From an optimization exercise on the open Yosys and OpenROAD flow, aimed at small area; shortcuts taken in it are not production practice.
The RTL was checked by simulation tests, not by an equivalence proof against the original design.
Power is estimated from default activity; no workload was simulated. The flow treats the clock pin as an ideal source, which a real chip does not have.

==> flow/design.v <==
`timescale 1ns/1ps
`default_nettype none
module vexec_unit
(
   input  wire         clk,
   input  wire         reset,
   input  wire         opcode_vld,
   input  wire  [31:0] opcode0,
   input  wire  [31:0] opcode1,
   output logic        inst_buff_full,
   output logic        ls_req_vld,
   output logic        ls_req_access_type,
   output logic [31:0] ls_req_access_length,
   output logic [4:0]  ls_req_vec_reg_ptr,
   output logic [31:0] ls_req_addr,
   input  wire         load_store_busy
);
   logic [31:0] ring [16];
   logic [31:0] vec_len;
   logic [3:0]  cnt;
   logic        clr;
   logic        phase;
   logic        pend;
   logic [3:0]  pdst;
   logic [31:0] w;
   logic [7:0]  op;
   logic        is_ls;
   logic        is_mtc;
   logic        is_mfc;
   logic        is_mov;
   logic [3:0]  idx;
   logic        match;
   logic        active;
   logic        done;
   logic        wr_imm;
   logic        wr_vl;
   logic        ld_vl;
   logic [31:0] rin;
   assign w      = phase ? opcode1 : opcode0;
   assign op     = w[31:24];
   assign is_ls  = (op == 8'd1) || (op == 8'd2);
   assign is_mtc = (op == 8'd3);
   assign is_mfc = (op == 8'd4);
   assign is_mov = (op == 8'd5);
   assign idx    = pend ? pdst : (is_mfc ? w[19:16] : w[11:8]);
   assign match  = (cnt == idx);
   assign active = opcode_vld && !clr;
   always_comb begin
      if (pend) begin
         done = match;
      end else if (is_ls) begin
         done = match && !load_store_busy;
      end else if (is_mtc || is_mfc) begin
         done = match;
      end else begin
         done = 1'b1;
      end
      done = done && active;
   end
   assign wr_imm = active && pend && match;
   assign wr_vl  = active && !pend && is_mfc && match;
   assign ld_vl  = active && !pend && is_mtc && match;
   assign rin    = ({32{wr_imm && !phase}} & opcode0)
                 | ({32{wr_imm &&  phase}} & opcode1)
                 | ({32{wr_vl}}            & vec_len)
                 | ({32{!clr && !wr_imm && !wr_vl}} & ring[0]);
   assign inst_buff_full = !(phase && done);
   always_ff @(posedge clk) begin
      for (int i = 0; i < 15; i++) begin
         ring[i] <= ring[i+1];
      end
      ring[15] <= rin;
      if (ld_vl || clr) begin
         vec_len <= rin;
      end
      if (active && !pend && is_mov) begin
         pdst <= w[19:16];
      end
   end
   always_ff @(posedge clk or negedge reset) begin
      if (!reset) begin
         cnt     <= '0;
         clr     <= 1'b1;
         phase   <= 1'b0;
         pend    <= 1'b0;
      end else begin
         cnt <= cnt + 1'b1;
         if (cnt == 4'd15) begin
            clr <= 1'b0;
         end
         if (done) begin
            phase <= !phase;
         end
         if (active) begin
            if (pend) begin
               if (match) begin
                  pend <= 1'b0;
               end
            end else if (is_mov) begin
               pend <= 1'b1;
            end
         end
      end
   end
   assign ls_req_vld           = active && !pend && is_ls && match && !load_store_busy;
   assign ls_req_access_type   = w[25];
   assign ls_req_access_length = vec_len;
   assign ls_req_vec_reg_ptr   = w[20:16];
   assign ls_req_addr          = ring[0];
endmodule
`default_nettype wire
clock: 5.0 ns
lec_check: 0
cap_margin: 20
core_margin: 2
core_utilization: 65
slew_margin: 20
standard.sh (not shown) runs the stock make flow with config.mk's settings and CLKGATE_MAP_FILE= SYNTH_SCRIPT=/design/flow/synth_recipe.tcl, a recipe that flattens the netlist after the stock synthesis.
==> flow/flow/run.sh <==
#!/bin/bash
# Standard ORFS layout with two changes: ports are buffered with the
# smallest buffer, and CTS clusters more sinks per buffer without dummy loads.
set -euo pipefail
bash standard.sh \
  "BUFFER_PORTS_ARGS=-buffer_cell sky130_fd_sc_hd__buf_1" \
  "CTS_ARGS=-sink_clustering_enable -repair_clock_nets -dont_use_dummy_load -sink_clustering_size 20 -sink_clustering_max_diameter 60 -buf_list {sky130_fd_sc_hd__clkbuf_8}" \
  finish > standard_flow.log 2>&1
Change:
--- a/flow/design.v
+++ b/flow/design.v
@@ -20,8 +20,14 @@
    logic [3:0]  cnt;
    logic        clr;
    logic        phase;
    logic        pend;
+   logic        rq;
+   logic        park;
+   logic [3:0]  pc;
+   logic        issue;
+   logic        unpark;
+   logic        hold;
    logic [3:0]  pdst;
    logic [31:0] w;
    logic [7:0]  op;
    logic        is_ls;
@@ -43,32 +49,44 @@
    assign is_mfc = (op == 8'd4);
    assign is_mov = (op == 8'd5);
    assign idx    = pend ? pdst : (is_mfc ? w[19:16] : w[11:8]);
    assign match  = (cnt == idx);
-   assign active = opcode_vld && !clr;
+   assign active = opcode_vld && !clr && !park;
    always_comb begin
       if (pend) begin
          done = match;
       end else if (is_ls) begin
-         done = match && !load_store_busy;
+         done = rq && !load_store_busy;
       end else if (is_mtc || is_mfc) begin
          done = match;
       end else begin
          done = 1'b1;
       end
-      done = done && active;
+      done = done && opcode_vld && (active || rq);
    end
    assign wr_imm = active && pend && match;
    assign wr_vl  = active && !pend && is_mfc && match;
    assign ld_vl  = active && !pend && is_mtc && match;
+   assign issue  = active && !pend && is_ls && match;
+   assign unpark = park && !rq && (pc == 4'd0);
+   assign hold   = issue || (park && !unpark);
    assign rin    = ({32{wr_imm && !phase}} & opcode0)
                  | ({32{wr_imm &&  phase}} & opcode1)
                  | ({32{wr_vl}}            & vec_len)
-                 | ({32{!clr && !wr_imm && !wr_vl}} & ring[0]);
+                 | ({32{!clr && !wr_imm && !wr_vl && !hold}} & ring[0])
+                 | ({32{hold}}             & ring[1]);
    assign inst_buff_full = !(phase && done);
    always_ff @(posedge clk) begin
-      for (int i = 0; i < 15; i++) begin
+      if (!hold) begin
+         ring[0] <= ring[1];
+      end
+      for (int i = 1; i < 15; i++) begin
          ring[i] <= ring[i+1];
+      end
+      if (issue) begin
+         pc <= 4'd1;
+      end else if (park) begin
+         pc <= (pc == 4'd14) ? 4'd0 : pc + 1'b1;
       end
       ring[15] <= rin;
       if (ld_vl || clr) begin
          vec_len <= rin;
@@ -82,10 +100,25 @@
          cnt     <= '0;
          clr     <= 1'b1;
          phase   <= 1'b0;
          pend    <= 1'b0;
+         rq      <= 1'b0;
+         park    <= 1'b0;
       end else begin
-         cnt <= cnt + 1'b1;
+         if (!hold) begin
+            cnt <= cnt + 1'b1;
+         end
+         if (issue) begin
+            rq   <= 1'b1;
+            park <= 1'b1;
+         end else begin
+            if (!load_store_busy) begin
+               rq <= 1'b0;
+            end
+            if (unpark) begin
+               park <= 1'b0;
+            end
+         end
          if (cnt == 4'd15) begin
             clr <= 1'b0;
          end
          if (done) begin
@@ -101,9 +134,9 @@
             end
          end
       end
    end
-   assign ls_req_vld           = active && !pend && is_ls && match && !load_store_busy;
+   assign ls_req_vld           = rq;
    assign ls_req_access_type   = w[25];
    assign ls_req_access_length = vec_len;
    assign ls_req_vec_reg_ptr   = w[20:16];
    assign ls_req_addr          = ring[0];
Result: The new run passed the timing, design-rule and antenna checks; design area went up by a few percent; routed wire length went up by about a fifth; via count went up by roughly a tenth; die area went up by a few percent; area after synthesis went up by a few percent; worst hold slack is worse by 46 ps; clock skew went up by 24 ps; sequential share of layout area went down by 0.46 points.


## rev 12
// vexec_unit: RTL as listed in full above, without the edits since
Settings: LEC_CHECK=0, CAP_MARGIN=20, CORE_MARGIN=2, CORE_UTILIZATION=65, SLEW_MARGIN=20; clock period 5.0 ns.
==> flow/flow/run.sh <==
#!/bin/bash
# Standard ORFS layout with two changes: ports are buffered with the
# smallest buffer, and CTS clusters more sinks per buffer without dummy loads.
set -euo pipefail
bash standard.sh \
  "BUFFER_PORTS_ARGS=-buffer_cell sky130_fd_sc_hd__buf_1" \
  "CTS_ARGS=-sink_clustering_enable -repair_clock_nets -dont_use_dummy_load -sink_clustering_size 30 -sink_clustering_max_diameter 80 -buf_list {sky130_fd_sc_hd__clkbuf_8 sky130_fd_sc_hd__clkbuf_16}" \
  finish > standard_flow.log 2>&1
Rev 12 finished all stages; the layout is clean.
#### Input delta (rev 13 over rev 12)
--- a/flow/design.v
+++ b/flow/design.v
@@ -59,10 +59,7 @@
    end
    assign wr_imm = active && pend && match;
-   assign wr_vl  = active && !pend && is_mfc && match;
+   assign wr_vl  = clr || (active && !pend && is_mfc && match);
    assign ld_vl  = active && !pend && is_mtc && match;
-   assign rin    = ({32{wr_imm && !phase}} & opcode0)
-                 | ({32{wr_imm &&  phase}} & opcode1)
-                 | ({32{wr_vl}}            & vec_len)
-                 | ({32{!clr && !wr_imm && !wr_vl}} & ring[0]);
+   assign rin    = wr_imm ? w : (wr_vl ? vec_len : ring[0]);
    assign inst_buff_full = !(phase && done);
    always_ff @(posedge clk) begin
@@ -71,10 +68,4 @@
       end
       ring[15] <= rin;
-      if (ld_vl || clr) begin
-         vec_len <= rin;
-      end
-      if (active && !pend && is_mov) begin
-         pdst <= w[19:16];
-      end
    end
    always_ff @(posedge clk or negedge reset) begin
@@ -84,4 +75,6 @@
          phase   <= 1'b0;
          pend    <= 1'b0;
+         pdst    <= '0;
+         vec_len <= '0;
       end else begin
          cnt <= cnt + 1'b1;
@@ -92,4 +85,7 @@
             phase <= !phase;
          end
+         if (ld_vl) begin
+            vec_len <= ring[0];
+         end
          if (active) begin
             if (pend) begin
@@ -99,4 +95,5 @@
             end else if (is_mov) begin
                pend <= 1'b1;
+               pdst <= w[19:16];
             end
          end
Findings:
- Relative to rev 12, clock share of power has increased by 0.4 points in rev 13.
- | vertical die dimension | rev 12 vs rev 13 | ≈ equal |
- Rev 13 against rev 12: number of signal-net buffers in the layout picked up an extra 6; cell leakage power picked up an extra about 6%; worst clock skew on the final layout picked up an extra 12 ps; number of global-route vias before repair picked up an extra 4.1%; power lost about 1.3%.
- From rev 12 to rev 13 the numbers moved as follows: worst stage delay on the critical path shows a reduction of 140 ps; routed wire length shows an increase of about 3%; final cycle utilization of the critical path shows an increase of 7.0 points.
- Utilization was higher in the run labelled rev 13.
- Rev 13 against rev 12; wire length of the first global-routing pass is up by a few percent.


== v27 ==
Another version of the RTL of vexec_unit (not shown whole).
Size: about 810 cells after synthesis, ~570 flip-flops, roughly 140 I/O pins.
==> module vexec_unit, before the edit <==
module vexec_unit
(
   input  wire         clk,
   input  wire         reset,
   input  wire         opcode_vld,
   input  wire  [31:0] opcode0,
   input  wire  [31:0] opcode1,
   output logic        inst_buff_full,
   output logic        ls_req_vld,
   output logic        ls_req_access_type,
   output logic [31:0] ls_req_access_length,
   output logic [4:0]  ls_req_vec_reg_ptr,
   output logic [31:0] ls_req_addr,
   input  wire         load_store_busy
);
   logic [31:0] ring [16];
   logic [31:0] vec_len;
   logic [3:0]  cnt;
   logic        clr;
   logic        phase;
   logic        pend;
   logic [3:0]  pdst;
   logic        rq;
   logic        park;
   logic [3:0]  pc;
   logic        s_op0;    
   logic        s_op1;    
   logic        s_vl;     
   logic        s_keep;   
   logic        s_hold;   
   logic        s_iss;    
   logic [31:0] w;
   logic [7:0]  op;
   logic        is_ls;
   logic        is_mtc;
   logic        is_mfc;
   logic        is_mov;
   logic        live;
   logic        active;
   logic        match;
   logic        done;
   logic        stay;
   logic        ld_vl;
   logic        unpark;
   logic [3:0]  cnt_nx;
   logic        clr_nx;
   logic        rq_nx;
   logic        park_nx;
   logic [3:0]  pc_nx;
   logic        free_nx;
   logic        n_op0;
   logic        n_op1;
   logic        n_vl;
   logic        n_iss;
   logic        n_hold;
   logic [31:0] rin;
   assign w      = phase ? opcode1 : opcode0;
   assign op     = w[31:24];
   assign is_ls  = (op == 8'd1) || (op == 8'd2);
   assign is_mtc = (op == 8'd3);
   assign is_mfc = (op == 8'd4);
   assign is_mov = (op == 8'd5);
   assign live   = opcode_vld && !clr;
   assign active = live && !park;
   assign match  = (cnt == w[11:8]);
   always_comb begin
      if (pend) begin
         done = s_op0 || s_op1;
      end else if (is_ls) begin
         done = live && rq && !load_store_busy;
      end else if (is_mtc) begin
         done = active && match;
      end else if (is_mfc) begin
         done = s_vl;
      end else begin
         done = live;
      end
   end
   assign ld_vl  = active && !pend && is_mtc && match;
   assign unpark = park && !rq && (pc == 4'd0);
   assign cnt_nx  = s_hold ? cnt : cnt + 1'b1;
   assign clr_nx  = clr && (cnt != 4'd15);
   assign rq_nx   = s_iss || (rq && load_store_busy);
   assign park_nx = s_iss || (park && !unpark);
   assign pc_nx   = s_iss ? 4'd1 : (park ? ((pc == 4'd14) ? 4'd0 : pc + 1'b1) : pc);
   assign free_nx = !park_nx || (!rq_nx && (pc_nx == 4'd0));
   assign stay   = live && !done;
   assign n_op0  = stay && free_nx && pend && !phase && (cnt_nx == pdst);
   assign n_op1  = stay && free_nx && pend &&  phase && (cnt_nx == pdst);
   assign n_vl   = stay && free_nx && !pend && is_mfc && (cnt_nx == w[19:16]);
   assign n_iss  = stay && free_nx && !pend && is_ls && !rq_nx && (cnt_nx == w[11:8]);
   assign n_hold = n_iss || !free_nx;
   assign rin = ({32{s_op0}}  & opcode0)
              | ({32{s_op1}}  & opcode1)
              | ({32{s_vl}}   & vec_len)
              | ({32{s_keep}} & ring[0])
              | ({32{s_hold}} & ring[1]);
   assign inst_buff_full = !(phase && done);
   always_ff @(posedge clk) begin
      if (!s_hold) begin
         ring[0] <= ring[1];
      end
      for (int i = 1; i < 15; i++) begin
         ring[i] <= ring[i+1];
      end
      ring[15] <= rin;
      if (ld_vl || clr) begin
         vec_len <= rin;
      end
      if (live && !pend && is_mov) begin
         pdst <= w[19:16];
      end
      pc <= pc_nx;
      s_op0  <= n_op0;
      s_op1  <= n_op1;
      s_vl   <= n_vl;
      s_keep <= !clr_nx && !n_op0 && !n_op1 && !n_vl && !n_hold;
   end
   always_ff @(posedge clk or negedge reset) begin
      if (!reset) begin
         cnt    <= '0;
         clr    <= 1'b1;
         phase  <= 1'b0;
         pend   <= 1'b0;
         rq     <= 1'b0;
         park   <= 1'b0;
         s_hold <= 1'b0;
         s_iss  <= 1'b0;
      end else begin
         cnt    <= cnt_nx;
         clr    <= clr_nx;
         rq     <= rq_nx;
         park   <= park_nx;
         s_iss  <= n_iss;
         s_hold <= n_hold;
         if (done) begin
            phase <= !phase;
         end
         if (live) begin
            if (pend) begin
               if (done) begin
                  pend <= 1'b0;
               end
            end else if (is_mov) begin
               pend <= 1'b1;
            end
         end
      end
   end
   assign ls_req_vld           = rq;
   assign ls_req_access_type   = w[25];
   assign ls_req_access_length = vec_len;
   assign ls_req_vec_reg_ptr   = w[20:16];
   assign ls_req_addr          = ring[0];
endmodule
clock: 5.0 ns
lec_check: 0
cap_margin: 20
core_margin: 2
core_utilization: 65
slew_margin: 20
==> flow/flow/run.sh <==
#!/bin/bash
# Standard ORFS layout with two changes: ports are buffered with the
# smallest buffer, and CTS clusters more sinks per buffer without dummy loads.
set -euo pipefail
bash standard.sh \
  "BUFFER_PORTS_ARGS=-buffer_cell sky130_fd_sc_hd__buf_1" \
  "CTS_ARGS=-sink_clustering_enable -repair_clock_nets -dont_use_dummy_load -sink_clustering_size 20 -sink_clustering_max_diameter 60 -buf_list {sky130_fd_sc_hd__clkbuf_8}" \
  finish > standard_flow.log 2>&1
v27: no failed stages, no open violations at the end
The inputs of v32 differ from those of v27 as listed below.
--- a/flow/design.v
+++ b/flow/design.v
@@ -113,10 +113,6 @@
          pdst <= w[19:16];
       end
       pc <= pc_nx;
-      s_op0  <= n_op0;
-      s_op1  <= n_op1;
-      s_vl   <= n_vl;
-      s_keep <= !clr_nx && !n_op0 && !n_op1 && !n_vl && !n_hold;
    end
    always_ff @(posedge clk or negedge reset) begin
       if (!reset) begin
@@ -126,6 +122,10 @@
          pend   <= 1'b0;
          rq     <= 1'b0;
          park   <= 1'b0;
+         s_op0  <= 1'b0;
+         s_op1  <= 1'b0;
+         s_vl   <= 1'b0;
+         s_keep <= 1'b0;
          s_hold <= 1'b0;
          s_iss  <= 1'b0;
       end else begin
@@ -133,8 +133,12 @@
          clr    <= clr_nx;
          rq     <= rq_nx;
          park   <= park_nx;
+         s_op0  <= n_op0;
+         s_op1  <= n_op1;
+         s_vl   <= n_vl;
          s_iss  <= n_iss;
          s_hold <= n_hold;
+         s_keep <= !clr_nx && !n_op0 && !n_op1 && !n_vl && !n_hold;
          if (done) begin
             phase <= !phase;
          end
Findings:
- Changes observed in v32 relative to v27: number of clock buffers in the layout went down, final weighted congestion of routability-driven global placement decreased by 0.029 relative to the old numbers, reported net switching power flat.
- | power in sequential cells | v32 vs v27 | ≈ equal |
- Taking v27 as the reference, in v32 global routing usage summed across all routing layers dropped 0.38 points; leakage power figure climbed 0.029 nW; worst setup slack after layout climbed 0.25 ns.
- v32 was carried through to the last stage, and its layout satisfied the timing, design-rule and antenna checks.

[re-timing with driven ports]
How much do the figures lean on ideal ports? The routed layouts below were timed once more, with nothing changed but the port constraints. Step 1 assumes that a clkbuf_16 drives the clock port and a buf_2 every other input. Step 2 also shifts input and output timing later by t, the mid clock arrival at the registers, as if the neighbouring blocks saw the same clock. a / b / c = ideal ports / drivers / drivers and shift; a / b = the first two.
| run | t, ns | slack for setup (ns) | latest minus earliest clock arrival (ns) |
|---|---|---|---|
| the first run of note 1 | 0.571 | 0.524 / 0.480 / 0.851 | 0.038 / 0.039 |
| the second run of note 1 | 0.553 | 0.335 / 0.290 / 0.506 | 0.070 / 0.070 |
| rev 12 | 0.558 | 0.524 / 0.478 / 0.865 | 0.044 / 0.045 |
| rev 13 | 0.560 | 0.174 / 0.128 / 0.353 | 0.057 / 0.057 |
| v27 | 0.557 | 0.388 / 0.349 / 0.862 | 0.052 / 0.052 |
| v32 | 0.576 | 0.633 / 0.591 / 0.698 | 0.025 / 0.024 |
After both steps every run listed still meets setup and hold.
